From an optimization exercise on the open Yosys and OpenROAD flow, aimed at small area, a short achievable clock period and few clock cycles per item; shortcuts taken in it are not production practice. The RTL was checked by simulation tests, not by an equivalence proof against the original design.

==> flow/design.v <==
package aes_pkg;
    typedef logic [127:0] aes_state_t;
    typedef enum logic [1:0] {
        IDLE = 2'd0,
        RUN  = 2'd1,
        DONE = 2'd2
    } fsm_state_e;
    function automatic logic [7:0] rcon_of(input logic [3:0] r);
        case (r)
            4'd1:    rcon_of = 8'h01;
            4'd2:    rcon_of = 8'h02;
            4'd3:    rcon_of = 8'h04;
            4'd4:    rcon_of = 8'h08;
            4'd5:    rcon_of = 8'h10;
            4'd6:    rcon_of = 8'h20;
            4'd7:    rcon_of = 8'h40;
            4'd8:    rcon_of = 8'h80;
            4'd9:    rcon_of = 8'h1b;
            4'd10:   rcon_of = 8'h36;
            default: rcon_of = 8'h00;
        endcase
    endfunction
    localparam logic [2047:0] SBOX_TBL = {
        128'h637c777bf26b6fc53001672bfed7ab76,
        128'hca82c97dfa5947f0add4a2af9ca472c0,
        128'hb7fd9326363ff7cc34a5e5f171d83115,
        128'h04c723c31896059a071280e2eb27b275,
        128'h09832c1a1b6e5aa0523bd6b329e32f84,
        128'h53d100ed20fcb15b6acbbe394a4c58cf,
        128'hd0efaafb434d338545f9027f503c9fa8,
        128'h51a3408f929d38f5bcb6da2110fff3d2,
        128'hcd0c13ec5f974417c4a77e3d645d1973,
        128'h60814fdc222a908846eeb814de5e0bdb,
        128'he0323a0a4906245cc2d3ac629195e479,
        128'he7c8376d8dd54ea96c56f4ea657aae08,
        128'hba78252e1ca6b4c6e8dd741f4bbd8b8a,
        128'h703eb5664803f60e613557b986c11d9e,
        128'he1f8981169d98e949b1e87e9ce5528df,
        128'h8ca1890dbfe6426841992d0fb054bb16
    };
    function automatic logic [7:0] sbox(input logic [7:0] b);
        sbox = SBOX_TBL[{~b, 3'b000} +: 8];
    endfunction
    function automatic logic [7:0] xtime(input logic [7:0] b);
        xtime = {b[6:0], 1'b0} ^ (b[7] ? 8'h1b : 8'h00);
    endfunction
endpackage
module aes_g_xor2 (input logic a, input logic b, output logic y);
  assign y = a ^ b;
endmodule
module aes_g_xnor2 (input logic a, input logic b, output logic y);
  assign y = ~(a ^ b);
endmodule
module aes_g_nand2 (input logic a, input logic b, output logic y);
  assign y = ~(a & b);
endmodule
module aes_g_nor2 (input logic a, input logic b, output logic y);
  assign y = ~(a | b);
endmodule
module aes_g_a22oi (input logic a1, input logic a2, input logic b1, input logic b2, output logic y);
  assign y = ~((a1 & a2) | (b1 & b2));
endmodule
module aes_g_o21ai (input logic a1, input logic a2, input logic b1, output logic y);
  assign y = ~((a1 | a2) & b1);
endmodule
module aes_sbox_top (
    input  logic [7:0] x,
    output logic [6:0] m
);
  logic U0, U1, U2, U3, U4, U5, U6, U7;
  assign {U0, U1, U2, U3, U4, U5, U6, U7} = x;
  logic T7, T18, T19, M4, T3, T4, T13, T1, T5, M1, M5, T2;
  logic T10, T24, M17, M14, T11, T15, M11, M15, M21, T20, T9, T12;
  logic T16, M9, M6, M10, M19, T25, M23, T26, M8, T21, M7, M18;
  logic T27, M12, M13, M22, T14, M3, T23, T8, M2, M16, M20, M25;
  logic M28, M27, M29, M31, M32, M33, M26, M24, M30, M34, M35, M36;
  aes_g_xnor2 g0 (.a(U1), .b(U2), .y(T7));
  aes_g_xnor2 g1 (.a(U3), .b(U7), .y(T18));
  aes_g_xor2 g2 (.a(T7), .b(T18), .y(T19));
  aes_g_nand2 g3 (.a(T19), .b(U7), .y(M4));
  aes_g_xor2 g4 (.a(U0), .b(U6), .y(T3));
  aes_g_xor2 g5 (.a(U3), .b(U5), .y(T4));
  aes_g_xor2 g6 (.a(T3), .b(T4), .y(T13));
  aes_g_xor2 g7 (.a(U0), .b(U3), .y(T1));
  aes_g_xor2 g8 (.a(U4), .b(U6), .y(T5));
  aes_g_xor2 g9 (.a(T1), .b(T5), .y(m[2]));
  aes_g_nand2 g10 (.a(T13), .b(m[2]), .y(M1));
  aes_g_xor2 g11 (.a(M4), .b(M1), .y(M5));
  aes_g_xor2 g12 (.a(U0), .b(U5), .y(T2));
  aes_g_xnor2 g13 (.a(m[2]), .b(T7), .y(T10));
  aes_g_xor2 g14 (.a(T2), .b(T10), .y(T24));
  aes_g_xor2 g15 (.a(M5), .b(T24), .y(M17));
  aes_g_nand2 g16 (.a(T2), .b(T10), .y(M14));
  aes_g_xor2 g17 (.a(U1), .b(U5), .y(T11));
  aes_g_xor2 g18 (.a(T5), .b(T11), .y(T15));
  aes_g_nand2 g19 (.a(T1), .b(T15), .y(M11));
  aes_g_xnor2 g20 (.a(M14), .b(M11), .y(M15));
  aes_g_xnor2 g21 (.a(M17), .b(M15), .y(M21));
  aes_g_xor2 g22 (.a(T1), .b(T19), .y(T20));
  aes_g_xnor2 g23 (.a(U7), .b(T7), .y(T9));
  aes_g_xor2 g24 (.a(U2), .b(U5), .y(T12));
  aes_g_xor2 g25 (.a(T5), .b(T12), .y(T16));
  aes_g_xor2 g26 (.a(T9), .b(T16), .y(m[1]));
  aes_g_nand2 g27 (.a(T20), .b(m[1]), .y(M9));
  aes_g_nand2 g28 (.a(T3), .b(T16), .y(M6));
  aes_g_xor2 g29 (.a(M9), .b(M6), .y(M10));
  aes_g_xnor2 g30 (.a(M10), .b(M15), .y(M19));
  aes_g_xnor2 g31 (.a(T20), .b(m[1]), .y(T25));
  aes_g_xnor2 g32 (.a(M19), .b(T25), .y(M23));
  aes_g_xnor2 g33 (.a(T3), .b(T16), .y(T26));
  aes_g_xnor2 g34 (.a(T26), .b(M6), .y(M8));
  aes_g_xnor2 g35 (.a(U6), .b(U7), .y(T21));
  aes_g_xor2 g36 (.a(T7), .b(T21), .y(m[0]));
  aes_g_nand2 g37 (.a(m[0]), .b(T9), .y(M7));
  aes_g_xor2 g38 (.a(M8), .b(M7), .y(M18));
  aes_g_xor2 g39 (.a(T1), .b(T12), .y(T27));
  aes_g_nand2 g40 (.a(T4), .b(T27), .y(M12));
  aes_g_xor2 g41 (.a(M12), .b(M11), .y(M13));
  aes_g_xor2 g42 (.a(M18), .b(M13), .y(M22));
  aes_g_xor2 g43 (.a(m[2]), .b(T11), .y(T14));
  aes_g_xnor2 g44 (.a(T14), .b(M1), .y(M3));
  aes_g_xor2 g45 (.a(T2), .b(m[0]), .y(T23));
  aes_g_xor2 g46 (.a(U7), .b(m[2]), .y(T8));
  aes_g_nand2 g47 (.a(T23), .b(T8), .y(M2));
  aes_g_xnor2 g48 (.a(M3), .b(M2), .y(M16));
  aes_g_xor2 g49 (.a(M16), .b(M13), .y(M20));
  aes_g_nand2 g50 (.a(M22), .b(M20), .y(M25));
  aes_g_xor2 g51 (.a(M23), .b(M25), .y(M28));
  aes_g_xnor2 g52 (.a(M20), .b(M21), .y(M27));
  aes_g_nor2 g53 (.a(M28), .b(M27), .y(M29));
  aes_g_xor2 g54 (.a(M21), .b(M29), .y(m[6]));
  aes_g_nand2 g55 (.a(M20), .b(M23), .y(M31));
  aes_g_nor2 g56 (.a(M27), .b(M31), .y(M32));
  aes_g_xor2 g57 (.a(M27), .b(M25), .y(M33));
  aes_g_xor2 g58 (.a(M32), .b(M33), .y(m[5]));
  aes_g_xor2 g59 (.a(M21), .b(M25), .y(M26));
  aes_g_xnor2 g60 (.a(M22), .b(M23), .y(M24));
  aes_g_nor2 g61 (.a(M26), .b(M24), .y(M30));
  aes_g_xor2 g62 (.a(M23), .b(M30), .y(m[4]));
  aes_g_nand2 g63 (.a(M21), .b(M22), .y(M34));
  aes_g_nor2 g64 (.a(M24), .b(M34), .y(M35));
  aes_g_xnor2 g65 (.a(M24), .b(M25), .y(M36));
  aes_g_xnor2 g66 (.a(M35), .b(M36), .y(m[3]));
endmodule
module aes_sbox_bot (
    input  logic [7:0] x,
    input  logic [3:0] m,
    output logic [7:0] y
);
  logic U0, U1, U2, U3, U4, U5, U6, U7;
  assign {U0, U1, U2, U3, U4, U5, U6, U7} = x;
  logic M37, M38, M39, M40;
  assign {M37, M38, M39, M40} = m;
  logic T7, T9, M50, M42, T1, M61, M41, M45, T4, M62, L0, L13;
  logic T2, T21, T22, T23, M56, L16, M63, T5, T6, T10, M54, M43;
  logic T3, M58, L4, L19, L1, L20, M44, M46, T8, M47, T13, M55;
  logic L3, L7, L21, M48, T12, T16, T17, M51, L12, L22, M59, L8;
  logic L18, L2, L23, L15, T11, T15, M52, T27, M53, L9, L24, M49;
  logic L5, L6, L10, L25, L26, L27, T18, T19, T20, M60, L11, L14;
  logic L28, M57, L17, L29;
  aes_g_xnor2 g0 (.a(U1), .b(U2), .y(T7));
  aes_g_xnor2 g1 (.a(U7), .b(T7), .y(T9));
  aes_g_nand2 g2 (.a(M38), .b(T9), .y(M50));
  aes_g_xor2 g3 (.a(M37), .b(M39), .y(M42));
  aes_g_xor2 g4 (.a(U0), .b(U3), .y(T1));
  aes_g_nand2 g5 (.a(M42), .b(T1), .y(M61));
  aes_g_xor2 g6 (.a(M38), .b(M40), .y(M41));
  aes_g_xor2 g7 (.a(M42), .b(M41), .y(M45));
  aes_g_xor2 g8 (.a(U3), .b(U5), .y(T4));
  aes_g_nand2 g9 (.a(M45), .b(T4), .y(M62));
  aes_g_xor2 g10 (.a(M61), .b(M62), .y(L0));
  aes_g_xor2 g11 (.a(M50), .b(L0), .y(L13));
  aes_g_xor2 g12 (.a(U0), .b(U5), .y(T2));
  aes_g_xnor2 g13 (.a(U6), .b(U7), .y(T21));
  aes_g_xor2 g14 (.a(T7), .b(T21), .y(T22));
  aes_g_xor2 g15 (.a(T2), .b(T22), .y(T23));
  aes_g_nand2 g16 (.a(M40), .b(T23), .y(M56));
  aes_g_xor2 g17 (.a(M56), .b(L0), .y(L16));
  aes_g_nand2 g18 (.a(M41), .b(T2), .y(M63));
  aes_g_xor2 g19 (.a(U4), .b(U6), .y(T5));
  aes_g_xor2 g20 (.a(T1), .b(T5), .y(T6));
  aes_g_xnor2 g21 (.a(T6), .b(T7), .y(T10));
  aes_g_nand2 g22 (.a(M41), .b(T10), .y(M54));
  aes_g_xor2 g23 (.a(M37), .b(M38), .y(M43));
  aes_g_xor2 g24 (.a(U0), .b(U6), .y(T3));
  aes_g_nand2 g25 (.a(M43), .b(T3), .y(M58));
  aes_g_xor2 g26 (.a(M54), .b(M58), .y(L4));
  aes_g_xor2 g27 (.a(M63), .b(L4), .y(L19));
  aes_g_xnor2 g28 (.a(M50), .b(M56), .y(L1));
  aes_g_xor2 g29 (.a(L0), .b(L1), .y(L20));
  aes_g_xor2 g30 (.a(M39), .b(M40), .y(M44));
  aes_g_nand2 g31 (.a(M44), .b(T6), .y(M46));
  aes_g_xor2 g32 (.a(U7), .b(T6), .y(T8));
  aes_g_nand2 g33 (.a(M40), .b(T8), .y(M47));
  aes_g_xor2 g34 (.a(T3), .b(T4), .y(T13));
  aes_g_nand2 g35 (.a(M44), .b(T13), .y(M55));
  aes_g_xnor2 g36 (.a(M47), .b(M55), .y(L3));
  aes_g_xnor2 g37 (.a(M46), .b(L3), .y(L7));
  aes_g_xnor2 g38 (.a(L1), .b(L7), .y(L21));
  aes_g_nand2 g39 (.a(M39), .b(U7), .y(M48));
  aes_g_xor2 g40 (.a(U2), .b(U5), .y(T12));
  aes_g_xor2 g41 (.a(T5), .b(T12), .y(T16));
  aes_g_xor2 g42 (.a(T9), .b(T16), .y(T17));
  aes_g_nand2 g43 (.a(M37), .b(T17), .y(M51));
  aes_g_xnor2 g44 (.a(M48), .b(M51), .y(L12));
  aes_g_xnor2 g45 (.a(L3), .b(L12), .y(L22));
  aes_g_nand2 g46 (.a(M38), .b(T22), .y(M59));
  aes_g_xnor2 g47 (.a(M51), .b(M59), .y(L8));
  aes_g_xnor2 g48 (.a(M58), .b(L8), .y(L18));
  aes_g_xnor2 g49 (.a(M46), .b(M48), .y(L2));
  aes_g_xor2 g50 (.a(L18), .b(L2), .y(L23));
  aes_g_xnor2 g51 (.a(M55), .b(L1), .y(L15));
  aes_g_xor2 g52 (.a(U1), .b(U5), .y(T11));
  aes_g_xor2 g53 (.a(T5), .b(T11), .y(T15));
  aes_g_nand2 g54 (.a(M42), .b(T15), .y(M52));
  aes_g_xor2 g55 (.a(T1), .b(T12), .y(T27));
  aes_g_nand2 g56 (.a(M45), .b(T27), .y(M53));
  aes_g_xnor2 g57 (.a(M52), .b(M53), .y(L9));
  aes_g_xnor2 g58 (.a(L15), .b(L9), .y(L24));
  aes_g_nand2 g59 (.a(M43), .b(T16), .y(M49));
  aes_g_xor2 g60 (.a(M49), .b(M61), .y(L5));
  aes_g_xnor2 g61 (.a(M62), .b(L5), .y(L6));
  aes_g_xor2 g62 (.a(M53), .b(L4), .y(L10));
  aes_g_xnor2 g63 (.a(L6), .b(L10), .y(L25));
  aes_g_xnor2 g64 (.a(L7), .b(L9), .y(L26));
  aes_g_xor2 g65 (.a(L8), .b(L10), .y(L27));
  aes_g_xnor2 g66 (.a(U3), .b(U7), .y(T18));
  aes_g_xor2 g67 (.a(T7), .b(T18), .y(T19));
  aes_g_xor2 g68 (.a(T1), .b(T19), .y(T20));
  aes_g_nand2 g69 (.a(M37), .b(T20), .y(M60));
  aes_g_xnor2 g70 (.a(M60), .b(L2), .y(L11));
  aes_g_xnor2 g71 (.a(M52), .b(M61), .y(L14));
  aes_g_xnor2 g72 (.a(L11), .b(L14), .y(L28));
  aes_g_nand2 g73 (.a(M39), .b(T19), .y(M57));
  aes_g_xor2 g74 (.a(M57), .b(L1), .y(L17));
  aes_g_xor2 g75 (.a(L11), .b(L17), .y(L29));
  aes_g_xnor2 g76 (.a(L6), .b(L23), .y(y[0]));
  aes_g_xor2 g77 (.a(L13), .b(L27), .y(y[1]));
  aes_g_xnor2 g78 (.a(L25), .b(L29), .y(y[2]));
  aes_g_xor2 g79 (.a(L20), .b(L22), .y(y[3]));
  aes_g_xnor2 g80 (.a(L6), .b(L21), .y(y[4]));
  aes_g_xnor2 g81 (.a(L19), .b(L28), .y(y[5]));
  aes_g_xnor2 g82 (.a(L16), .b(L26), .y(y[6]));
  aes_g_xnor2 g83 (.a(L6), .b(L24), .y(y[7]));
endmodule
module aes_sbox_bot7 (
    input  logic [7:0] x,
    input  logic [6:0] m,
    output logic [7:0] y
);
  logic U0, U1, U2, U3, U4, U5, U6, U7;
  assign {U0, U1, U2, U3, U4, U5, U6, U7} = x;
  logic M37, M38, M39, M40, T6, T17, T22;
  assign {M37, M38, M39, M40, T6, T17, T22} = m;
  logic T7, T9, M50, M42, T1, M61, M41, M45, T4, M62, L0, L13;
  logic T2, T23, M56, L16, M63, T10, M54, M43, T3, M58, L4, L19;
  logic L1, L20, M44, M46, T8, M47, T13, M55, L3, L7, L21, M48;
  logic M51, L12, L22, M59, L8, L18, L2, L23, L15, T5, T11, T15;
  logic M52, T12, T27, M53, L9, L24, T16, M49, L5, L6, L10, L25;
  logic L26, L27, T18, T19, T20, M60, L11, L14, L28, M57, L17, L29;
  aes_g_xnor2 g0 (.a(U1), .b(U2), .y(T7));
  aes_g_xnor2 g1 (.a(U7), .b(T7), .y(T9));
  aes_g_nand2 g2 (.a(M38), .b(T9), .y(M50));
  aes_g_xor2 g3 (.a(M37), .b(M39), .y(M42));
  aes_g_xor2 g4 (.a(U0), .b(U3), .y(T1));
  aes_g_nand2 g5 (.a(M42), .b(T1), .y(M61));
  aes_g_xor2 g6 (.a(M38), .b(M40), .y(M41));
  aes_g_xor2 g7 (.a(M42), .b(M41), .y(M45));
  aes_g_xor2 g8 (.a(U3), .b(U5), .y(T4));
  aes_g_nand2 g9 (.a(M45), .b(T4), .y(M62));
  aes_g_xor2 g10 (.a(M61), .b(M62), .y(L0));
  aes_g_xor2 g11 (.a(M50), .b(L0), .y(L13));
  aes_g_xor2 g12 (.a(U0), .b(U5), .y(T2));
  aes_g_xor2 g13 (.a(T2), .b(T22), .y(T23));
  aes_g_nand2 g14 (.a(M40), .b(T23), .y(M56));
  aes_g_xor2 g15 (.a(M56), .b(L0), .y(L16));
  aes_g_nand2 g16 (.a(M41), .b(T2), .y(M63));
  aes_g_xnor2 g17 (.a(T6), .b(T7), .y(T10));
  aes_g_nand2 g18 (.a(M41), .b(T10), .y(M54));
  aes_g_xor2 g19 (.a(M37), .b(M38), .y(M43));
  aes_g_xor2 g20 (.a(U0), .b(U6), .y(T3));
  aes_g_nand2 g21 (.a(M43), .b(T3), .y(M58));
  aes_g_xor2 g22 (.a(M54), .b(M58), .y(L4));
  aes_g_xor2 g23 (.a(M63), .b(L4), .y(L19));
  aes_g_xnor2 g24 (.a(M50), .b(M56), .y(L1));
  aes_g_xor2 g25 (.a(L0), .b(L1), .y(L20));
  aes_g_xor2 g26 (.a(M39), .b(M40), .y(M44));
  aes_g_nand2 g27 (.a(M44), .b(T6), .y(M46));
  aes_g_xor2 g28 (.a(U7), .b(T6), .y(T8));
  aes_g_nand2 g29 (.a(M40), .b(T8), .y(M47));
  aes_g_xor2 g30 (.a(T3), .b(T4), .y(T13));
  aes_g_nand2 g31 (.a(M44), .b(T13), .y(M55));
  aes_g_xnor2 g32 (.a(M47), .b(M55), .y(L3));
  aes_g_xnor2 g33 (.a(M46), .b(L3), .y(L7));
  aes_g_xnor2 g34 (.a(L1), .b(L7), .y(L21));
  aes_g_nand2 g35 (.a(M39), .b(U7), .y(M48));
  aes_g_nand2 g36 (.a(M37), .b(T17), .y(M51));
  aes_g_xnor2 g37 (.a(M48), .b(M51), .y(L12));
  aes_g_xnor2 g38 (.a(L3), .b(L12), .y(L22));
  aes_g_nand2 g39 (.a(M38), .b(T22), .y(M59));
  aes_g_xnor2 g40 (.a(M51), .b(M59), .y(L8));
  aes_g_xnor2 g41 (.a(M58), .b(L8), .y(L18));
  aes_g_xnor2 g42 (.a(M46), .b(M48), .y(L2));
  aes_g_xor2 g43 (.a(L18), .b(L2), .y(L23));
  aes_g_xnor2 g44 (.a(M55), .b(L1), .y(L15));
  aes_g_xor2 g45 (.a(U4), .b(U6), .y(T5));
  aes_g_xor2 g46 (.a(U1), .b(U5), .y(T11));
  aes_g_xor2 g47 (.a(T5), .b(T11), .y(T15));
  aes_g_nand2 g48 (.a(M42), .b(T15), .y(M52));
  aes_g_xor2 g49 (.a(U2), .b(U5), .y(T12));
  aes_g_xor2 g50 (.a(T1), .b(T12), .y(T27));
  aes_g_nand2 g51 (.a(M45), .b(T27), .y(M53));
  aes_g_xnor2 g52 (.a(M52), .b(M53), .y(L9));
  aes_g_xnor2 g53 (.a(L15), .b(L9), .y(L24));
  aes_g_xor2 g54 (.a(T5), .b(T12), .y(T16));
  aes_g_nand2 g55 (.a(M43), .b(T16), .y(M49));
  aes_g_xor2 g56 (.a(M49), .b(M61), .y(L5));
  aes_g_xnor2 g57 (.a(M62), .b(L5), .y(L6));
  aes_g_xor2 g58 (.a(M53), .b(L4), .y(L10));
  aes_g_xnor2 g59 (.a(L6), .b(L10), .y(L25));
  aes_g_xnor2 g60 (.a(L7), .b(L9), .y(L26));
  aes_g_xor2 g61 (.a(L8), .b(L10), .y(L27));
  aes_g_xnor2 g62 (.a(U3), .b(U7), .y(T18));
  aes_g_xor2 g63 (.a(T7), .b(T18), .y(T19));
  aes_g_xor2 g64 (.a(T1), .b(T19), .y(T20));
  aes_g_nand2 g65 (.a(M37), .b(T20), .y(M60));
  aes_g_xnor2 g66 (.a(M60), .b(L2), .y(L11));
  aes_g_xnor2 g67 (.a(M52), .b(M61), .y(L14));
  aes_g_xnor2 g68 (.a(L11), .b(L14), .y(L28));
  aes_g_nand2 g69 (.a(M39), .b(T19), .y(M57));
  aes_g_xor2 g70 (.a(M57), .b(L1), .y(L17));
  aes_g_xor2 g71 (.a(L11), .b(L17), .y(L29));
  aes_g_xnor2 g72 (.a(L6), .b(L23), .y(y[0]));
  aes_g_xor2 g73 (.a(L13), .b(L27), .y(y[1]));
  aes_g_xnor2 g74 (.a(L25), .b(L29), .y(y[2]));
  aes_g_xor2 g75 (.a(L20), .b(L22), .y(y[3]));
  aes_g_xnor2 g76 (.a(L6), .b(L21), .y(y[4]));
  aes_g_xnor2 g77 (.a(L19), .b(L28), .y(y[5]));
  aes_g_xnor2 g78 (.a(L16), .b(L26), .y(y[6]));
  aes_g_xnor2 g79 (.a(L6), .b(L24), .y(y[7]));
endmodule
module aes_mixcol (
    input  logic [31:0] col,
    output logic [31:0] res_n
);
  logic [7:0] a [4];
  logic [7:0] d [4];
  logic [7:0] s [4];
  logic [7:0] r [4];
  logic [7:0] b [4];
  assign a[0] = col[31 -: 8];
  assign res_n[31 -: 8] = b[0];
  assign a[1] = col[23 -: 8];
  assign res_n[23 -: 8] = b[1];
  assign a[2] = col[15 -: 8];
  assign res_n[15 -: 8] = b[2];
  assign a[3] = col[7 -: 8];
  assign res_n[7 -: 8] = b[3];
  aes_g_xor2 g0 (.a(a[0][0]), .b(a[1][0]), .y(d[0][0]));
  aes_g_xor2 g1 (.a(a[0][1]), .b(a[1][1]), .y(d[0][1]));
  aes_g_xor2 g2 (.a(a[0][2]), .b(a[1][2]), .y(d[0][2]));
  aes_g_xor2 g3 (.a(a[0][3]), .b(a[1][3]), .y(d[0][3]));
  aes_g_xor2 g4 (.a(a[0][4]), .b(a[1][4]), .y(d[0][4]));
  aes_g_xor2 g5 (.a(a[0][5]), .b(a[1][5]), .y(d[0][5]));
  aes_g_xor2 g6 (.a(a[0][6]), .b(a[1][6]), .y(d[0][6]));
  aes_g_xor2 g7 (.a(a[0][7]), .b(a[1][7]), .y(d[0][7]));
  aes_g_xor2 g8 (.a(a[1][0]), .b(a[2][0]), .y(d[1][0]));
  aes_g_xor2 g9 (.a(a[1][1]), .b(a[2][1]), .y(d[1][1]));
  aes_g_xor2 g10 (.a(a[1][2]), .b(a[2][2]), .y(d[1][2]));
  aes_g_xor2 g11 (.a(a[1][3]), .b(a[2][3]), .y(d[1][3]));
  aes_g_xor2 g12 (.a(a[1][4]), .b(a[2][4]), .y(d[1][4]));
  aes_g_xor2 g13 (.a(a[1][5]), .b(a[2][5]), .y(d[1][5]));
  aes_g_xor2 g14 (.a(a[1][6]), .b(a[2][6]), .y(d[1][6]));
  aes_g_xor2 g15 (.a(a[1][7]), .b(a[2][7]), .y(d[1][7]));
  aes_g_xor2 g16 (.a(a[2][0]), .b(a[3][0]), .y(d[2][0]));
  aes_g_xor2 g17 (.a(a[2][1]), .b(a[3][1]), .y(d[2][1]));
  aes_g_xor2 g18 (.a(a[2][2]), .b(a[3][2]), .y(d[2][2]));
  aes_g_xor2 g19 (.a(a[2][3]), .b(a[3][3]), .y(d[2][3]));
  aes_g_xor2 g20 (.a(a[2][4]), .b(a[3][4]), .y(d[2][4]));
  aes_g_xor2 g21 (.a(a[2][5]), .b(a[3][5]), .y(d[2][5]));
  aes_g_xor2 g22 (.a(a[2][6]), .b(a[3][6]), .y(d[2][6]));
  aes_g_xor2 g23 (.a(a[2][7]), .b(a[3][7]), .y(d[2][7]));
  aes_g_xor2 g24 (.a(a[3][0]), .b(a[0][0]), .y(d[3][0]));
  aes_g_xor2 g25 (.a(a[3][1]), .b(a[0][1]), .y(d[3][1]));
  aes_g_xor2 g26 (.a(a[3][2]), .b(a[0][2]), .y(d[3][2]));
  aes_g_xor2 g27 (.a(a[3][3]), .b(a[0][3]), .y(d[3][3]));
  aes_g_xor2 g28 (.a(a[3][4]), .b(a[0][4]), .y(d[3][4]));
  aes_g_xor2 g29 (.a(a[3][5]), .b(a[0][5]), .y(d[3][5]));
  aes_g_xor2 g30 (.a(a[3][6]), .b(a[0][6]), .y(d[3][6]));
  aes_g_xor2 g31 (.a(a[3][7]), .b(a[0][7]), .y(d[3][7]));
  aes_g_xor2 g32 (.a(a[1][0]), .b(d[2][0]), .y(s[0][0]));
  aes_g_xor2 g33 (.a(a[1][1]), .b(d[2][1]), .y(s[0][1]));
  aes_g_xor2 g34 (.a(a[1][2]), .b(d[2][2]), .y(s[0][2]));
  aes_g_xor2 g35 (.a(a[1][3]), .b(d[2][3]), .y(s[0][3]));
  aes_g_xor2 g36 (.a(a[1][4]), .b(d[2][4]), .y(s[0][4]));
  aes_g_xor2 g37 (.a(a[1][5]), .b(d[2][5]), .y(s[0][5]));
  aes_g_xor2 g38 (.a(a[1][6]), .b(d[2][6]), .y(s[0][6]));
  aes_g_xor2 g39 (.a(a[1][7]), .b(d[2][7]), .y(s[0][7]));
  aes_g_xor2 g40 (.a(a[2][0]), .b(d[3][0]), .y(s[1][0]));
  aes_g_xor2 g41 (.a(a[2][1]), .b(d[3][1]), .y(s[1][1]));
  aes_g_xor2 g42 (.a(a[2][2]), .b(d[3][2]), .y(s[1][2]));
  aes_g_xor2 g43 (.a(a[2][3]), .b(d[3][3]), .y(s[1][3]));
  aes_g_xor2 g44 (.a(a[2][4]), .b(d[3][4]), .y(s[1][4]));
  aes_g_xor2 g45 (.a(a[2][5]), .b(d[3][5]), .y(s[1][5]));
  aes_g_xor2 g46 (.a(a[2][6]), .b(d[3][6]), .y(s[1][6]));
  aes_g_xor2 g47 (.a(a[2][7]), .b(d[3][7]), .y(s[1][7]));
  aes_g_xor2 g48 (.a(a[3][0]), .b(d[0][0]), .y(s[2][0]));
  aes_g_xor2 g49 (.a(a[3][1]), .b(d[0][1]), .y(s[2][1]));
  aes_g_xor2 g50 (.a(a[3][2]), .b(d[0][2]), .y(s[2][2]));
  aes_g_xor2 g51 (.a(a[3][3]), .b(d[0][3]), .y(s[2][3]));
  aes_g_xor2 g52 (.a(a[3][4]), .b(d[0][4]), .y(s[2][4]));
  aes_g_xor2 g53 (.a(a[3][5]), .b(d[0][5]), .y(s[2][5]));
  aes_g_xor2 g54 (.a(a[3][6]), .b(d[0][6]), .y(s[2][6]));
  aes_g_xor2 g55 (.a(a[3][7]), .b(d[0][7]), .y(s[2][7]));
  aes_g_xor2 g56 (.a(a[0][0]), .b(d[1][0]), .y(s[3][0]));
  aes_g_xor2 g57 (.a(a[0][1]), .b(d[1][1]), .y(s[3][1]));
  aes_g_xor2 g58 (.a(a[0][2]), .b(d[1][2]), .y(s[3][2]));
  aes_g_xor2 g59 (.a(a[0][3]), .b(d[1][3]), .y(s[3][3]));
  aes_g_xor2 g60 (.a(a[0][4]), .b(d[1][4]), .y(s[3][4]));
  aes_g_xor2 g61 (.a(a[0][5]), .b(d[1][5]), .y(s[3][5]));
  aes_g_xor2 g62 (.a(a[0][6]), .b(d[1][6]), .y(s[3][6]));
  aes_g_xor2 g63 (.a(a[0][7]), .b(d[1][7]), .y(s[3][7]));
  assign r[0][0] = d[0][7];
  aes_g_xor2 g64 (.a(d[0][0]), .b(d[0][7]), .y(r[0][1]));
  assign r[0][2] = d[0][1];
  aes_g_xor2 g65 (.a(d[0][2]), .b(d[0][7]), .y(r[0][3]));
  aes_g_xor2 g66 (.a(d[0][3]), .b(d[0][7]), .y(r[0][4]));
  assign r[0][5] = d[0][4];
  assign r[0][6] = d[0][5];
  assign r[0][7] = d[0][6];
  assign r[1][0] = d[1][7];
  aes_g_xor2 g67 (.a(d[1][0]), .b(d[1][7]), .y(r[1][1]));
  assign r[1][2] = d[1][1];
  aes_g_xor2 g68 (.a(d[1][2]), .b(d[1][7]), .y(r[1][3]));
  aes_g_xor2 g69 (.a(d[1][3]), .b(d[1][7]), .y(r[1][4]));
  assign r[1][5] = d[1][4];
  assign r[1][6] = d[1][5];
  assign r[1][7] = d[1][6];
  assign r[2][0] = d[2][7];
  aes_g_xor2 g70 (.a(d[2][0]), .b(d[2][7]), .y(r[2][1]));
  assign r[2][2] = d[2][1];
  aes_g_xor2 g71 (.a(d[2][2]), .b(d[2][7]), .y(r[2][3]));
  aes_g_xor2 g72 (.a(d[2][3]), .b(d[2][7]), .y(r[2][4]));
  assign r[2][5] = d[2][4];
  assign r[2][6] = d[2][5];
  assign r[2][7] = d[2][6];
  assign r[3][0] = d[3][7];
  aes_g_xor2 g73 (.a(d[3][0]), .b(d[3][7]), .y(r[3][1]));
  assign r[3][2] = d[3][1];
  aes_g_xor2 g74 (.a(d[3][2]), .b(d[3][7]), .y(r[3][3]));
  aes_g_xor2 g75 (.a(d[3][3]), .b(d[3][7]), .y(r[3][4]));
  assign r[3][5] = d[3][4];
  assign r[3][6] = d[3][5];
  assign r[3][7] = d[3][6];
  aes_g_xnor2 g76 (.a(s[0][0]), .b(r[0][0]), .y(b[0][0]));
  aes_g_xnor2 g77 (.a(s[0][1]), .b(r[0][1]), .y(b[0][1]));
  aes_g_xnor2 g78 (.a(s[0][2]), .b(r[0][2]), .y(b[0][2]));
  aes_g_xnor2 g79 (.a(s[0][3]), .b(r[0][3]), .y(b[0][3]));
  aes_g_xnor2 g80 (.a(s[0][4]), .b(r[0][4]), .y(b[0][4]));
  aes_g_xnor2 g81 (.a(s[0][5]), .b(r[0][5]), .y(b[0][5]));
  aes_g_xnor2 g82 (.a(s[0][6]), .b(r[0][6]), .y(b[0][6]));
  aes_g_xnor2 g83 (.a(s[0][7]), .b(r[0][7]), .y(b[0][7]));
  aes_g_xnor2 g84 (.a(s[1][0]), .b(r[1][0]), .y(b[1][0]));
  aes_g_xnor2 g85 (.a(s[1][1]), .b(r[1][1]), .y(b[1][1]));
  aes_g_xnor2 g86 (.a(s[1][2]), .b(r[1][2]), .y(b[1][2]));
  aes_g_xnor2 g87 (.a(s[1][3]), .b(r[1][3]), .y(b[1][3]));
  aes_g_xnor2 g88 (.a(s[1][4]), .b(r[1][4]), .y(b[1][4]));
  aes_g_xnor2 g89 (.a(s[1][5]), .b(r[1][5]), .y(b[1][5]));
  aes_g_xnor2 g90 (.a(s[1][6]), .b(r[1][6]), .y(b[1][6]));
  aes_g_xnor2 g91 (.a(s[1][7]), .b(r[1][7]), .y(b[1][7]));
  aes_g_xnor2 g92 (.a(s[2][0]), .b(r[2][0]), .y(b[2][0]));
  aes_g_xnor2 g93 (.a(s[2][1]), .b(r[2][1]), .y(b[2][1]));
  aes_g_xnor2 g94 (.a(s[2][2]), .b(r[2][2]), .y(b[2][2]));
  aes_g_xnor2 g95 (.a(s[2][3]), .b(r[2][3]), .y(b[2][3]));
  aes_g_xnor2 g96 (.a(s[2][4]), .b(r[2][4]), .y(b[2][4]));
  aes_g_xnor2 g97 (.a(s[2][5]), .b(r[2][5]), .y(b[2][5]));
  aes_g_xnor2 g98 (.a(s[2][6]), .b(r[2][6]), .y(b[2][6]));
  aes_g_xnor2 g99 (.a(s[2][7]), .b(r[2][7]), .y(b[2][7]));
  aes_g_xnor2 g100 (.a(s[3][0]), .b(r[3][0]), .y(b[3][0]));
  aes_g_xnor2 g101 (.a(s[3][1]), .b(r[3][1]), .y(b[3][1]));
  aes_g_xnor2 g102 (.a(s[3][2]), .b(r[3][2]), .y(b[3][2]));
  aes_g_xnor2 g103 (.a(s[3][3]), .b(r[3][3]), .y(b[3][3]));
  aes_g_xnor2 g104 (.a(s[3][4]), .b(r[3][4]), .y(b[3][4]));
  aes_g_xnor2 g105 (.a(s[3][5]), .b(r[3][5]), .y(b[3][5]));
  aes_g_xnor2 g106 (.a(s[3][6]), .b(r[3][6]), .y(b[3][6]));
  aes_g_xnor2 g107 (.a(s[3][7]), .b(r[3][7]), .y(b[3][7]));
endmodule
module aes_xnor_bank #(
    parameter int unsigned W = 128
) (
    input  logic [W-1:0] a,
    input  logic [W-1:0] b,
    output logic [W-1:0] y
);
  for (genvar i = 0; i < W; i++) begin : g_bit
    aes_g_xnor2 u_x (.a(a[i]), .b(b[i]), .y(y[i]));
  end
endmodule
module aes_sel3_bank #(
    parameter int unsigned W = 128
) (
    input  logic         s0,
    input  logic         s1,
    input  logic         s01,
    input  logic [W-1:0] a,
    input  logic [W-1:0] b,
    input  logic [W-1:0] c_n,
    output logic [W-1:0] y
);
  for (genvar i = 0; i < W; i++) begin : g_bit
    logic x;
    aes_g_a22oi u_p (.a1(s0), .a2(a[i]), .b1(s1), .b2(b[i]), .y(x));
    aes_g_o21ai u_o (.a1(s01), .a2(c_n[i]), .b1(x), .y(y[i]));
  end
endmodule
module aes_xor_bank #(
    parameter int unsigned W = 128
) (
    input  logic [W-1:0] a,
    input  logic [W-1:0] b,
    output logic [W-1:0] y
);
  for (genvar i = 0; i < W; i++) begin : g_bit
    aes_g_xor2 u_x (.a(a[i]), .b(b[i]), .y(y[i]));
  end
endmodule
module aes128_iter_core #(
    parameter int unsigned ROUNDS_PER_CYCLE = 1
) (
    input  logic         clk,
    input  logic         rst_n,
    input  logic         in_valid,
    output logic         in_ready,
    input  logic [127:0] plaintext,
    input  logic [127:0] key,
    output logic         out_valid,
    input  logic         out_ready,
    output logic [127:0] ciphertext
);
    logic [127:0] a_s, a_k;         
    logic [127:0] b_u, b_k;         
    logic [111:0] b_m;              
    logic [15:0]  b_km;             
    logic [127:0] o_ct;             
    logic         o_v;
    logic         va, pa;           
    logic [3:0]   ra;               
    logic         vb, pb, lb;       
    logic [3:0]   rb;               
    logic         fa;               
    logic         fp;               
    logic [127:0] u;
    logic [111:0] m;
    logic [27:0]  km;
    logic [31:0]  w3a;
    aes_xor_bank #(.W(128)) u_ark (.a(a_s), .b(a_k), .y(u));
    for (genvar j = 0; j < 16; j++) begin : g_top
        aes_sbox_top u_st (.x(u[8*j +: 8]), .m(m[7*j +: 7]));
    end
    assign w3a = {a_k[23:0], a_k[31:24]};
    for (genvar j = 0; j < 4; j++) begin : g_ktop
        aes_sbox_top u_kt (.x(w3a[8*j +: 8]), .m(km[7*j +: 7]));
    end
    always_ff @(posedge clk) begin
        b_u  <= u;
        b_m  <= m;
        b_k  <= a_k;
        for (int j = 0; j < 4; j++) b_km[4*j +: 4] <= km[7*j + 3 +: 4];
    end
    logic [127:0] sub, shf, mc_n, kn_n, fin_ct;
    logic [31:0]  w3b, subrot;
    logic [31:0]  w0, w1, w2, w3, p0, p1, p2, p3;
    logic [7:0]   rcon;
    for (genvar j = 0; j < 16; j++) begin : g_bot
        aes_sbox_bot7 u_sb (.x(b_u[8*j +: 8]), .m(b_m[7*j +: 7]), .y(sub[8*j +: 8]));
    end
    always_comb begin
        for (int c = 0; c < 4; c++) begin
            for (int r = 0; r < 4; r++) begin
                shf[127-8*(4*c+r) -: 8] = sub[127-8*(4*((c+r)%4)+r) -: 8];
            end
        end
    end
    for (genvar c = 0; c < 4; c++) begin : g_mc
        aes_mixcol u_mc (.col(shf[127-32*c -: 32]), .res_n(mc_n[127-32*c -: 32]));
    end
    assign w3b = {b_k[23:0], b_k[31:24]};
    for (genvar j = 0; j < 4; j++) begin : g_kbot
        aes_sbox_bot u_kb (.x(w3b[8*j +: 8]), .m(b_km[4*j +: 4]), .y(subrot[8*j +: 8]));
    end
    always_comb begin
        case (rb)
            4'd0:    rcon = 8'h01;
            4'd1:    rcon = 8'h02;
            4'd2:    rcon = 8'h04;
            4'd3:    rcon = 8'h08;
            4'd4:    rcon = 8'h10;
            4'd5:    rcon = 8'h20;
            4'd6:    rcon = 8'h40;
            4'd7:    rcon = 8'h80;
            4'd8:    rcon = 8'h1b;
            4'd9:    rcon = 8'h36;
            default: rcon = 8'h00;
        endcase
    end
    assign {w0, w1, w2, w3} = b_k;
    assign p0 = w0 ^ {rcon, 24'h0};
    assign p1 = p0 ^ w1;
    assign p2 = p1 ^ w2;
    assign p3 = p2 ^ w3;
    aes_xnor_bank #(.W(128)) u_kx (.a({p0, p1, p2, p3}), .b({4{subrot}}), .y(kn_n));
    aes_xnor_bank #(.W(128)) u_fin (.a(shf), .b(kn_n), .y(fin_ct));
    logic o_free, fin, wt, acc;
    logic va_n, pa_n, fa_n;
    logic [3:0] ra_n;
    assign o_free   = !o_v || out_ready;
    assign fin      = fp && o_free;
    assign wt       = lb && !fin;
    assign in_ready = !vb || fin;
    assign acc      = in_valid && in_ready;
    logic         sel_hold;
    logic [127:0] a_s_d, a_k_d;
    assign sel_hold = in_ready || wt;
    aes_sel3_bank #(.W(128)) u_sels (.s0(in_ready), .s1(wt), .s01(sel_hold),
                                     .a(plaintext), .b(b_u), .c_n(mc_n), .y(a_s_d));
    aes_sel3_bank #(.W(128)) u_selk (.s0(in_ready), .s1(wt), .s01(sel_hold),
                                     .a(key), .b(b_k), .c_n(kn_n), .y(a_k_d));
    always_ff @(posedge clk) begin
        a_s <= a_s_d;
        a_k <= a_k_d;
        if (fin) o_ct <= fin_ct;
    end
    always_comb begin
        va_n = vb && !fin;
        pa_n = pb;
        ra_n = rb + 4'd1;
        if (acc) begin
            va_n = 1'b1;
            pa_n = 1'b0;
            ra_n = 4'd0;
        end else if (wt) begin
            pa_n = ~pb;
            ra_n = rb;
        end
    end
    assign fa_n = !acc && !fa;
    always_ff @(posedge clk) begin
        ra <= ra_n;
        pa <= pa_n;
        rb <= ra;
        pb <= pa;
        fa <= fa_n;
        if (!rst_n) begin
            va  <= 1'b0;
            vb  <= 1'b0;
            lb  <= 1'b0;
            fp  <= 1'b0;
            o_v <= 1'b0;
        end else begin
            va <= va_n;
            vb <= va;
            lb <= va && (ra == 4'd9);
            fp <= va && (ra == 4'd9) && !pa && (!va_n || !fa_n);
            if (fin) begin
                o_v <= 1'b1;
            end else if (out_ready) begin
                o_v <= 1'b0;
            end
        end
    end
    assign out_valid  = o_v;
    assign ciphertext = o_ct;
endmodule
==> flow/run.sh <==
#!/bin/bash
# synth_recipe.tcl (not shown) runs the flow's synth.tcl, then flattens the netlist and writes it again
# the make line also repeats each setting of config.mk as NAME=value (left out here)
make -C /OpenROAD-flow-scripts/flow DESIGN_CONFIG=/design/flow/config.mk WORK_HOME=/design/flow/orfs CLKGATE_MAP_FILE= SYNTH_SCRIPT=/design/flow/synth_recipe.tcl finish
==> flow/config.mk <==
export PLATFORM = sky130hd
export DESIGN_NAME = aes128_iter_core
export DESIGN_NICKNAME = aes128_iter_core
export VERILOG_FILES = /design/flow/design.v
export SDC_FILE = /design/flow/constraint.sdc
export NUM_CORES = 4
export LEC_CHECK = 0
export CAP_MARGIN = 20
export CORE_MARGIN = 2
export CORE_UTILIZATION = 55
export PLACE_DENSITY = 0.75
export SETUP_SLACK_MARGIN = 2.8
export SLEW_MARGIN = 20
export SYNTH_HIERARCHICAL = 1
==> flow/constraint.sdc <==
create_clock -name core_clock -period 6.5 [get_ports {clk}]
set_input_delay 1.3000 -clock core_clock [delete_from_list [all_inputs] [get_ports {clk}]]
set_output_delay 1.3000 -clock core_clock [all_outputs]
set_load 0.01 [all_outputs]
==> results of run 1 <==
area by class of cell:
type                    count  area (sq um)  share of cell area [%]
repair buffers            435          4313                   6.854
flip-flops and latches    792         17140                   27.23
clock inverters            42         536.8                  0.8531
inverters                   3         11.26                 0.01790
well taps                1265          1583                   2.515
clock buffers             124          2532                   4.025
multi-input cells        4433         36810                   58.50
how the worst max path moves through the flow:
stage               endpoint  slack, ns  cells past startpoint
finish              o_ct[63]       2.82                     10
global route         a_s[62]       2.63                     11
CTS                 o_ct[89]       2.77                     10
detailed placement   a_s[95]       2.39                      7
global placement     a_k[84]       2.39                      7
floorplan              ra[1]      -1.36                      4
metal layers:
layer  GRT usage, %  vias to the layer above  share of wire (%)
li1               -                    17820                  -
met1          42.68                    18070                 42
met2          53.49                     1374                 45
met3          6.444                      308                7.7
met4          15.90                        0                5.4
met5              0                        -                  0
per-module statistics from Yosys, one instance, submodules excluded, excerpt:
module | cells inside | copies in the design
aes_g_a22oi | 1 | 256
aes_g_nor2 | 1 | 80
aes128_iter_core | 947 | 1
aes_g_nand2 | 1 | 600
aes_g_o21ai | 1 | 256
aes_g_xor2 | 1 | 1784
aes_g_xnor2 | 1 | 1308
registers in the layout, summed over array words and instances (netlist names):
signal	flops
o_ct	128
a_k	128
b_k	128
pa	1
pb	1
b_km	16
vb	1
ra	4
b_m	112
va	1
rcon	8
a_s	128
o_v	1
fa	1
b_u	128
lb	1
fp	1
rb	4
kinds of logic (layout without fill, tap and decap cells):
group | Yosys count | count (layout) | synth area share (%)
muxes | 1 | 1 | 0.01907
adders and majority gates | 1 | 1 | 0.02384
AOI/OAI and AO/OA | 524 | 524 | 8.695
buffers and inverters | 6 | 604 | 0.04291
DFF | 792 | 792 | 32.65
xor gates and xnor gates | 3198 | 3198 | 53.37
and+or+nand+nor | 709 | 709 | 5.190
stage by stage:
step	std cells	setup TNS (ns)	utilization [%]	hold slack (ns)	area [sq um]
2_1_floorplan	5231	-232.13	-	0.3290	52500
3_3_place_gp	6919	0	61.58	0.3431	58330
3_5_place_dp	6919	0	61.60	0.3476	58350
4_1_cts	7086	0	65.31	0.3468	61870
5_1_grt	7094	0	66.42	0.3595	62920
6_report	7094	0	66.42	0.3482	62920
cells in the final DEF, fill, tap and decap left out, types with 6 or more instances in the layout:
master           netlist  final
edfxtp_1             128    128
clkdlybuf4s50_1        0    388
nor2_1                87     87
xnor2_1             1309   1212
xor2_1              1889   1812
a22oi_2              256    256
nand2_1              601    601
clkbuf_16              0     92
bufinv_16              0     10
clkinv_2               0     14
buf_4                  0     39
xnor2_4                0     11
clkbuf_1               3     21
dfxtp_1              664    664
buf_12                 0      6
clkbuf_8               0     11
xor2_2                 0     74
o21ai_1              256    256
xnor2_2                0     86
what timing repair did:
item,4_1_cts,5_1_grt
hold buffers,0,0
buffers inserted,1,8
pin swaps,4,12
gates cloned,0,0
gates resized for setup,62,127
setup endpoints to repair,148,207
==> reports/metrics.csv, run 1 <==
stage,metric,value,unit
status,status,timing/DRC/antenna clean,
yosys,synth_edf_count,128,
timing,clock.fmax,272.1,MHz
clock_network,tritoncts,built,
floorplan,core.rowCount,113,
placed_design,hpwl,133900,um
timing,fin_crit_sh,56.55,%
min_path,worst_hold_path_type,flip-flop to flip-flop,
drt,drt_wl_total,166400,um
placed_design,place_ws,2.388,ns
clock_network,clock_tree.buffer_depth,3,
global_routing,overflow,0,
yosys,yosys.cell_count.top_type,xor2_1,
worst_setup_path,path_common_cell,xnor2_1,
clock_network,clk_pin_slew,0.06,ns
floorplan,initial_utilization,55.40,%
clock_network,clkLatencyLatePin,0.68,ns
yosys,ys_top_cells_by_count,"1,889 x xor2_1, 1,309 x xnor2_1, 664 x dfxtp_1",
clock_network,htreeDepth,3,
drt,vias,37560,
worst_setup_path,path_class,flip-flop to flip-flop,
layout,nets,6015,
yosys,synth_area_leaders,"xor2_1 32%, dfxtp_1 25%, xnor2_1 22%, edfxtp_1 7.3%, a22oi_2 6.1%",
global_routing,grt_pass1_wl,241400,um
placed_design,io_buffers,389,
worst_setup_path,slowest_stage,xnor2_2,
worst_setup_path,end_kind,flip-flop,
drt,wire_per_inst,23.45,um
floorplan,die_h,312.9,um
global_routing,grt_max_degree,124,
timing,worst_slew_pin_slew,1.231,ns
worst_setup_path,worstSetupStartpoint,b_k[21],
global_routing,grt_pass1_vias,37730,
worst_setup_path,r2r-start,b_k[21],
placed_design,globalplace.congestion,0.9941,
worst_setup_path,cp.required,6.93,ns
floorplan,ios,390,
worst_setup_path,rr_endpoint,o_ct[63],
timing,rsz0062_at_grt,true,
yosys,ys_warn_count,15,
drt,ant_nets,0,
layout,area_growth,19.90,%
floorplan,dieArea,97900,sq um
layout,drive_above_1_share,10.72,%
drt,drtIter0Drc,2817,
min_path,min-delay-start,a_k[81],
yosys,yosysUniqueCellTypes,31,
worst_setup_path,r2r_slack,2.82,ns
clock_network,cts_num_sinks,792,
timing,relSlewSlack,17.96,%
drt,dr.pass1.iters,5,
yosys,syn_inst,5231,
worst_setup_path,cp-start-kind,flip-flop,
global_routing,grt_usage,33.17,%
yosys,synth_ff_type,dfxtp_1,
timing,slew_viol_final,0,
layout,fillers,7610,
layout,n_antenna_cell,0,
yosys,async_flop_share,0,%
timing,fin_skew,0.03847,ns
timing,min_period,3.676,ns
global_routing,antenna_found_initial,1,
timing,setup_violations,0,
worst_setup_path,critPathTopFamily,XOR/XNOR gates,
worst_setup_path,crit_path_max_fanout,4,
worst_setup_path,r2r_cells,10,
min_path,whs_endpoint,b_k[81],
worst_setup_path,max_stage_delay,0.56,ns
yosys,synth_fp_nets,5492,
clock_network,numCtsBuffers,89,
min_path,whs_path_depth,0,
worst_setup_path,critPathArrivalTime,4.11,ns
yosys,ys_seq_area_share,32.65,%
yosys,postSynthAreaPerCell,10.03,sq um
worst_setup_path,path_buf_inv,0,
timing,hold_violations,0,
yosys,yosysTopAreaCell,xor2_1,
timing,postLayoutSetupSlackWorst,2.824,ns
floorplan,core,94730,sq um
clock_network,root_buffer,clkbuf_16,
drt,vias_per_cell,5.295,
run,drv_cap,0,
worst_setup_path,crit_path_cell_trace,xnor2_1 > xor2_1 > xor2_1 > nand2_1 > xnor2_1 > xnor2_1 > xnor2_1 > xnor2_2 > xnor2_1 > xnor2_1,
drt,post-route-drc-count,0,
yosys,syn_area,52480,sq um
floorplan,die_w,312.9,um
yosys,ys_ff_latch,792,
yosys,yosys.area.top_type_share,31.53,%
Testbench counts, summed over its fixed seeds: cycles 16,024, items 1,600.
==> inputs of run 2 (changes only) <==
==> flow/flow/run.sh (new file) <==
#!/bin/bash
# Layout flow: the standard ORFS flow (standard.sh, unchanged synthesis), with the
# port buffers that placement inserts on every input and output made buf_2 cells
# instead of the default pick, and ORFS settings passed as make variables.
set -euo pipefail
cd "$(dirname "$0")/.."
bash standard.sh "BUFFER_PORTS_ARGS=-buffer_cell sky130_fd_sc_hd__buf_2" finish > standard_flow.log 2>&1
test -f out/final.def
==> flow/standard.sh (new file) <==
#!/bin/bash
# synth_recipe.tcl (not shown) runs the flow's synth.tcl, then flattens the netlist and writes it again
# the make line also repeats each setting of config.mk as NAME=value (left out here)
make -C /OpenROAD-flow-scripts/flow DESIGN_CONFIG=/design/flow/config.mk WORK_HOME=/design/flow/orfs CLKGATE_MAP_FILE= SYNTH_SCRIPT=/design/flow/synth_recipe.tcl "${@:-finish}"
--- a/flow/config.mk
+++ b/flow/config.mk
@@ -10,2 +10,3 @@
 export CORE_UTILIZATION = 55
+export CTS_BUF_LIST = sky130_fd_sc_hd__clkbuf_4 sky130_fd_sc_hd__clkbuf_8
 export PLACE_DENSITY = 0.75
removed: flow/run.sh
==> reports/metrics.csv, run 2 <==
stage,metric,value,unit,change
status,status,timing/DRC/antenna clean,,
layout,final_common_cell,xor2_1,,
floorplan,ios,390,,unchanged
global_routing,grt_usage,33.46,%,+0.29 points
min_path,worst_hold_path_type,flip-flop to flip-flop,,
drt,drt_wl_total,169200,um,+1.7%
clock_network,clkLatencyLatePin,0.85,ns,+0.17 ns
layout,mostFrequentLayoutCells,"1,802 x xor2_1, 1,216 x xnor2_1, 664 x dfxtp_1",,
layout,regArea,17140,sq um,unchanged
timing,setup_violations,0,,unchanged
clock_network,clock_tree.buffer_depth,3,,unchanged
layout,stdcell_area,61180,sq um,-2.8%
clock_network,root_buffer,clkbuf_8,,
timing,fin_skew,0.04359,ns,+0.005122 ns
drt,ant_nets,0,,unchanged
drt,route.met3.wl,13780,um,+8.0%
worst_setup_path,end_kind,flip-flop,,
layout,nets,6069,,+0.90%
yosys,async_flop_share,0,%,unchanged
clock_network,htreeDepth,4,,+1
global_routing,antenna_found_initial,5,,+4
worst_setup_path,cp.required,7.06,ns,+0.13 ns
yosys,synth_area_leaders,"xor2_1 32%, dfxtp_1 25%, xnor2_1 22%, edfxtp_1 7.3%, a22oi_2 6.1%",,
drt,vias,38430,,+2.3%
yosys,syn_inst,5231,,unchanged
placed_design,placed_area,56390,sq um,-3.4%
worst_setup_path,crit_path_max_fanout,5,,+1
yosys,ys_seq_area_share,32.65,%,unchanged
yosys,yosys.area.top_type_share,31.53,%,unchanged
drt,dr.pass1.iters,5,,unchanged
clock_network,clk_pin_slew,0.06,ns,about the same
drt,m1WireLength,69830,um,+0.87%
worst_setup_path,cp-start-kind,flip-flop,,
clock_network,hold_buffers,0,,unchanged
drt,wire_per_inst,23.51,um,+0.26%
timing,hold_violations,0,,unchanged
layout,fillers,7820,,+2.8%
drt,highest_layer,met5,,
worst_setup_path,critPathArrivalTime,4.29,ns,+0.18 ns
floorplan,dieArea,97900,sq um,unchanged
timing,relSlewSlack,19.43,%,+1.5 points
yosys,ys_warn_count,15,,unchanged
drt,post-route-drc-count,0,,unchanged
clock_network,numCtsBuffers,140,,+57%
drt,vias_per_cell,5.340,,+0.84%
drt,drtIter0Drc,3310,,+18%
yosys,yosysUniqueCellTypes,31,,unchanged
placed_design,globalplace.congestion,0.9952,,+0.11%
timing,fin_crit_sh,57.45,%,+0.90 points
floorplan,die_w,312.9,um,unchanged
yosys,yosys.cell_count.top_type,xor2_1,,
timing,setup-tns-final,0,ns,unchanged
floorplan,initial_utilization,55.40,%,unchanged
yosys,synth_fp_nets,5492,,unchanged
global_routing,overflow,0,,unchanged
yosys,ys_ff_latch,792,,unchanged
yosys,synth_ff_type,dfxtp_1,,
timing,slew_viol_final,0,,unchanged
clock_network,cts_num_sinks,792,,unchanged
worst_setup_path,worstSetupStartpoint,b_k[1],,
global_routing,grt_pass1_vias,38190,,+1.2%
clock_network,tritoncts,built,,
floorplan,core,94730,sq um,unchanged
timing,worst_slew_pin_slew,1.200,ns,-0.03066 ns
min_path,min-delay-start,a_k[92],,
layout,area_growth,16.59,%,
global_routing,grt_pass1_wl,243100,um,+0.68%
yosys,yosysTopAreaCell,xor2_1,,
worst_setup_path,path_class,flip-flop to flip-flop,,
placed_design,io_buffers,389,,unchanged
layout,fin_cells,7196,,+1.4%
yosys,synth_edf_count,128,,unchanged
yosys,syn_area,52480,sq um,unchanged
drt,dr_wl_met2,75880,um,+0.58%
timing,clock.fmax,267.8,MHz,-1.6%
yosys,postSynthAreaPerCell,10.03,sq um,unchanged
run,drv_cap,0,,unchanged
yosys,ys_top_cells_by_count,"1,889 x xor2_1, 1,309 x xnor2_1, 664 x dfxtp_1",,
worst_setup_path,r2r-start,b_k[1],,
floorplan,core.rowCount,113,,unchanged
global_routing,grt_max_degree,114,,-8.1%
layout,drive_above_1_share,19.17,%,+8.5 points
floorplan,die_h,312.9,um,unchanged
layout,multiInputGateArea,36830,sq um,about the same
worst_setup_path,r2r_slack,2.77,ns,-0.06 ns
timing,min_period,3.734,ns,+0.05866 ns
placed_design,hpwl,133900,um,about the same
placed_design,placedCellCount,6917,,-0.029%
timing,holdWs,0.3484,ns,+0.0002410 ns
timing,rsz0062_at_grt,true,,
-- run 2: cell counts after synthesis --
No cell type changed its count.
-- run 2: repair_timing --
action	CTS	global route
pin swaps	3	9
gates resized for setup	48	139
hold endpoints to repair	0	0
buffers inserted	2	10
cloned	2	0
setup endpoints to repair	124	192
-- run 2: through the flow --
| stage | worst slack [ns] | utilization (%) |
|---|---|---|
| after global placement | 2.389 | 59.52 |
| after CTS | 2.772 | 63.35 |
| after floorplan | -1.356 | - |
| final | 2.766 | 64.59 |
| after detailed placement | 2.451 | 59.53 |
| after global routing | 2.714 | 64.58 |
-- run 2: per-module statistics from Yosys, one instance, submodules excluded, a selection --
module            flops+latches  cells  area (sq um)
aes_g_o21ai                   0      1         5.005
aes128_iter_core            792    947         18360
aes_g_nor2                    0      1         3.754
aes_g_a22oi                   0      1         12.51
aes_g_nand2                   0      1         3.754
aes_g_xnor2                   0      1         8.758
-- run 2: worst paths after layout --
path	to	cells past startpoint
worst max register to register	o_ct[45]	9
worst min-delay path	b_k[92]	0
worst max-delay path	o_ct[45]	9
worst min register to register	b_k[92]	0
-- run 2: cell families after synthesis --
kind of cell	Yosys count	share of synthesized area (%)
fa+ha+maj	1	0.02384
compound gates	524	8.695
buf+inv	6	0.04291
xor+xnor	3198	53.37
mux	1	0.01907
simple gates	709	5.190
flops	792	32.65
-- run 2: cell type report --
cell class | instances | area share, %
Multi-Input combinational cell | 4435 | 60.19
Sequential cell | 792 | 28.01
Tap cell | 1265 | 2.587
Inverter | 3 | 0.01840
Clock inverter | 43 | 0.8262
Antenna cell | 6 | 0.02454
Clock buffer | 216 | 4.440
Timing Repair Buffer | 436 | 3.902
-- run 2: worst max-delay path, cell delays in order, from the launching register on --
cell and delay [ns]:
dfxtp_1 0.55, xor2_2 0.32, xor2_1 0.40, nand2_1 0.18, xnor2_1 0.20, xnor2_1 0.32
xnor2_1 0.15, xnor2_2 0.50, xnor2_1 0.24, xnor2_1 0.59
-- run 2: per-layer routing --
metal / track usage [%] / vias to the layer above
met4: 17.66 / 4
li1: - / 17960
met3: 5.908 / 382
met1: 43.90 / 18500
met2: 52.66 / 1583
met5: 0 / -
==> inputs of run 3 (changes only) <==
--- a/flow/config.mk
+++ b/flow/config.mk
@@ -10,3 +10,2 @@
 export CORE_UTILIZATION = 55
-export CTS_BUF_LIST = sky130_fd_sc_hd__clkbuf_4 sky130_fd_sc_hd__clkbuf_8
 export PLACE_DENSITY = 0.75
==> reports/metrics.csv, run 3 <==
stage,metric,value,unit,change
yosys,synth_fa_ha_area_share,0.02384,%,unchanged
global_routing,grt_pass1_wl,242100,um,-0.39%
timing,min_period,3.680,ns,-0.05468 ns
status,status,timing/DRC/antenna clean,,
worst_setup_path,max_stage_delay,0.53,ns,-0.06 ns
timing,fin_skew,0.02830,ns,-0.01529 ns
placed_design,io_buffers,389,,unchanged
worst_setup_path,rr_endpoint,a_s[57],,
floorplan,die_h,312.9,um,unchanged
layout,area_growth,16.16,%,
layout,multiInputGateArea,36740,sq um,-0.23%
yosys,synthSimpleGateAreaFrac,5.191,%,unchanged
clock_network,htreeDepth,3,,-1
worst_setup_path,path_buf_inv,0,,unchanged
global_routing,grt_pass1_vias,37720,,-1.2%
global_routing,met2_usage,52.99,%,+0.33 points
clock_network,clkLatencyLatePin,0.68,ns,-0.17 ns
yosys,synth-compound-area-share,8.695,%,unchanged
yosys,yosysTopAreaCell,xor2_1,,
timing,worst_slew_pin_slew,1.192,ns,-0.008061 ns
timing,slew_viol_final,0,,unchanged
worst_setup_path,r2r_slack,2.82,ns,+0.05 ns
worst_setup_path,crit_path_cell_trace,xnor2_1 > xnor2_1 > nand2_1 > xor2_1 > xor2_1 > xor2_1 > xor2_2 > xor2_1 > xor2_1 > xnor2_1 > o21ai_1,,
layout,regArea,17140,sq um,unchanged
layout,stdcell_area,60960,sq um,-0.37%
clock_network,clk_pin_slew,0.06,ns,about the same
drt,post-route-drc-count,0,,unchanged
yosys,postSynthAreaPerCell,10.03,sq um,unchanged
global_routing,gr-usage-met1,43.89,%,about the same
worst_setup_path,path_common_cell,xor2_1,,
clock_network,tritoncts,built,,
global_routing,overflow,0,,unchanged
placed_design,placed_area,56390,sq um,unchanged
global_routing,antenna_found_initial,7,,+2
worst_setup_path,r2r_cells,11,,+2
worst_setup_path,end_kind,flip-flop,,
drt,drtIter0Drc,3081,,-6.9%
min_path,whs_endpoint,b_k[54],,
layout,final_common_cell,xor2_1,,
min_path,min-delay-start,a_k[54],,
floorplan,initial_utilization,55.40,%,unchanged
drt,vias,38260,,-0.44%
worst_setup_path,cp.required,7.03,ns,-0.03 ns
yosys,syn_area,52480,sq um,unchanged
yosys,synth_area_leaders,"xor2_1 32%, dfxtp_1 25%, xnor2_1 22%, edfxtp_1 7.3%, a22oi_2 6.1%",,
clock_network,root_buffer,clkbuf_16,,
yosys,ys_seq_area_share,32.65,%,unchanged
drt,drt_wl_total,168700,um,-0.32%
global_routing,busiest_layer,met2,,
yosys,synth_ff_type,dfxtp_1,,
worst_setup_path,r2r-start,b_u[69],,
floorplan,ios,390,,unchanged
drt,ant_nets,0,,unchanged
layout,drive_above_1_share,17.57,%,-1.6 points
worst_setup_path,cp-start-kind,flip-flop,,
yosys,synth_fp_nets,5492,,unchanged
yosys,syn_inst,5231,,unchanged
worst_setup_path,critPathArrivalTime,4.20,ns,-0.09 ns
yosys,yosys.area.top_type_share,31.53,%,unchanged
floorplan,die_w,312.9,um,unchanged
min_path,worst_hold_path_type,flip-flop to flip-flop,,
layout,post-route-util,64.35,%,-0.24 points
placed_design,hpwl,133900,um,unchanged
yosys,ys_warn_count,15,,unchanged
timing,relSlewSlack,20.27,%,+0.84 points
floorplan,core.rowCount,113,,unchanged
yosys,synth_xor_xnor_area_share,53.37,%,unchanged
yosys,async_flop_share,0,%,unchanged
global_routing,grt_usage,33.30,%,-0.16 points
worst_setup_path,crit_path_max_fanout,4,,-1
clock_network,numCtsBuffers,89,,-36%
layout,fillers,7859,,+0.50%
timing,clock.fmax,271.8,MHz,+1.5%
global_routing,grt_max_degree,114,,unchanged
worst_setup_path,worstSetupStartpoint,b_u[69],,
floorplan,core,94730,sq um,unchanged
clock_network,cts_num_sinks,792,,unchanged
timing,setup_violations,0,,unchanged
yosys,ys_top_cells_by_count,"1,889 x xor2_1, 1,309 x xnor2_1, 664 x dfxtp_1",,
run,drv_cap,0,,unchanged
placed_design,globalplace.congestion,0.9952,,unchanged
yosys,ys_ff_latch,792,,unchanged
yosys,synthMuxAreaShare,0.01907,%,unchanged
global_routing,gr-usage-met3,5.478,%,-0.43 points
drt,wire_per_inst,23.75,um,+1.0%
timing,hold_violations,0,,unchanged
drt,dr.pass1.iters,5,,unchanged
yosys,synth_edf_count,128,,unchanged
timing,rsz0062_at_grt,true,,
clock_network,hold_buffers,0,,unchanged
worst_setup_path,slowest_stage,xnor2_1,,
clock_network,clock_tree.buffer_depth,3,,unchanged
yosys,yosys.cell_count.top_type,xor2_1,,
worst_setup_path,critPathTopFamily,XOR/XNOR gates,,
drt,vias_per_cell,5.387,,+0.88%
yosys,yosysUniqueCellTypes,31,,unchanged
timing,fin_crit_sh,56.61,%,-0.84 points
layout,nets,6019,,-0.82%
worst_setup_path,path_class,flip-flop to flip-flop,,
layout,mostFrequentLayoutCells,"1,802 x xor2_1, 1,220 x xnor2_1, 664 x dfxtp_1",,
floorplan,dieArea,97900,sq um,unchanged
yosys,synth_top_family_by_area,XOR/XNOR gates,,
min_path,whs_path_depth,0,,unchanged
timing,setup-tns-final,0,ns,unchanged
[run 3: cell counts after synthesis]
Identical to the previous run, type by type.
[run 3: stage by stage]
step	setup slack (ns)	std cells	hold slack (ns)
finish	2.820	7102	0.3606
CTS	2.607	7088	0.3555
global route	2.655	7101	0.3621
detailed placement	2.451	6917	0.3547
global placement	2.389	6917	0.3517
floorplan	-1.356	5231	0.3290
[run 3: kinds of logic after synthesis]
kind of cell,Yosys count
AOI/OAI and AO/OA,524
xor gates and xnor gates,3198
adders and majority gates,1
buffers and inverters,6
DFF,792
muxes,1
and+or+nand+nor,709
[run 3: final cells by class]
cell class	count	area share (%)
inverter	3	0.01847
clock inverter	47	0.7800
sequential	792	28.11
multi-input combinational	4435	60.28
clock buffer	120	4.255
tap	1265	2.597
timing repair buffer	437	3.949
antenna	3	0.01232
[run 3: routing by layer]
layer / wire length (um) / vias up
met5: 39 / -
met4: 9089 / 6
met3: 13410 / 352
met2: 76330 / 1569
met1: 69790 / 18500
li1: - / 17820
[run 3: worst register-to-register path: stages, from the launching register on]
cell     delay, ns
dfxtp_1       0.36
xnor2_1       0.44
xnor2_1       0.17
nand2_1       0.08
xor2_1        0.23
xor2_1        0.33
xor2_1        0.28
xor2_2        0.51
xor2_1        0.30
xor2_1        0.16
xnor2_1       0.53
o21ai_1       0.15
[run 3: per-module statistics from Yosys, one instance, submodules excluded, a selection]
module	flops+latches	cell area [sq um]	cells	copies in the design
aes_g_nand2	0	3.754	1	600
aes128_iter_core	792	18360	947	1
aes_g_o21ai	0	5.005	1	256
aes_g_xnor2	0	8.758	1	1308
aes_g_xor2	0	8.758	1	1784
aes_g_a22oi	0	12.51	1	256
aes_g_nor2	0	3.754	1	80
[run 3: repair_timing]
item,in CTS,in global routing
pin swaps,3,5
hold endpoints to repair,0,0
setup endpoints to repair,130,188
cloned,2,0
resized for setup,55,123
buffers inserted,2,11
[run 3: how the worst max path moves through the flow]
stage	to	slack (ns)	cells past startpoint
after floorplan	ra[1]	-1.36	4
after global placement	a_s[35]	2.39	11
after detailed placement	a_s[35]	2.45	11
after CTS	a_s[7]	2.61	11
after global routing	a_s[73]	2.65	11
final	a_s[57]	2.82	11

-- port drivers added, routing unchanged --
The results above use ideal ports. As a check the final layouts listed here were re-extracted and re-timed, cells and wires unchanged. Step 1 sets driving cells, clkbuf_16 on the clock port and buf_2 on the other inputs (assumed; they add their load-dependent delay and slew). Step 2 also shifts input and output timing later by t, the mid clock arrival at the registers, as if the neighbouring blocks saw the same clock. Slacks: ideal ports / drivers / drivers and shift; pairs: ideal ports / drivers.
run | shift t [ns] | setup WS [ns] | hold WS [ns] | worst data-port slew with drivers (ns)
run 1 | 0.740 | 2.824 / 2.824 / 2.321 | 0.348 / 0.348 / 0.348 | 0.09
run 2 | 0.906 | 2.766 / 2.766 / 2.727 | 0.348 / 0.348 / 0.348 | 0.10
run 3 | 0.743 | 2.820 / 2.820 / 2.707 | 0.361 / 0.361 / 0.361 | 0.10
After both steps every run listed still meets setup and hold. For run 1, which loses most, drivers alone change the setup slack by 0.000 ns; drivers and shift together by -0.503 ns.
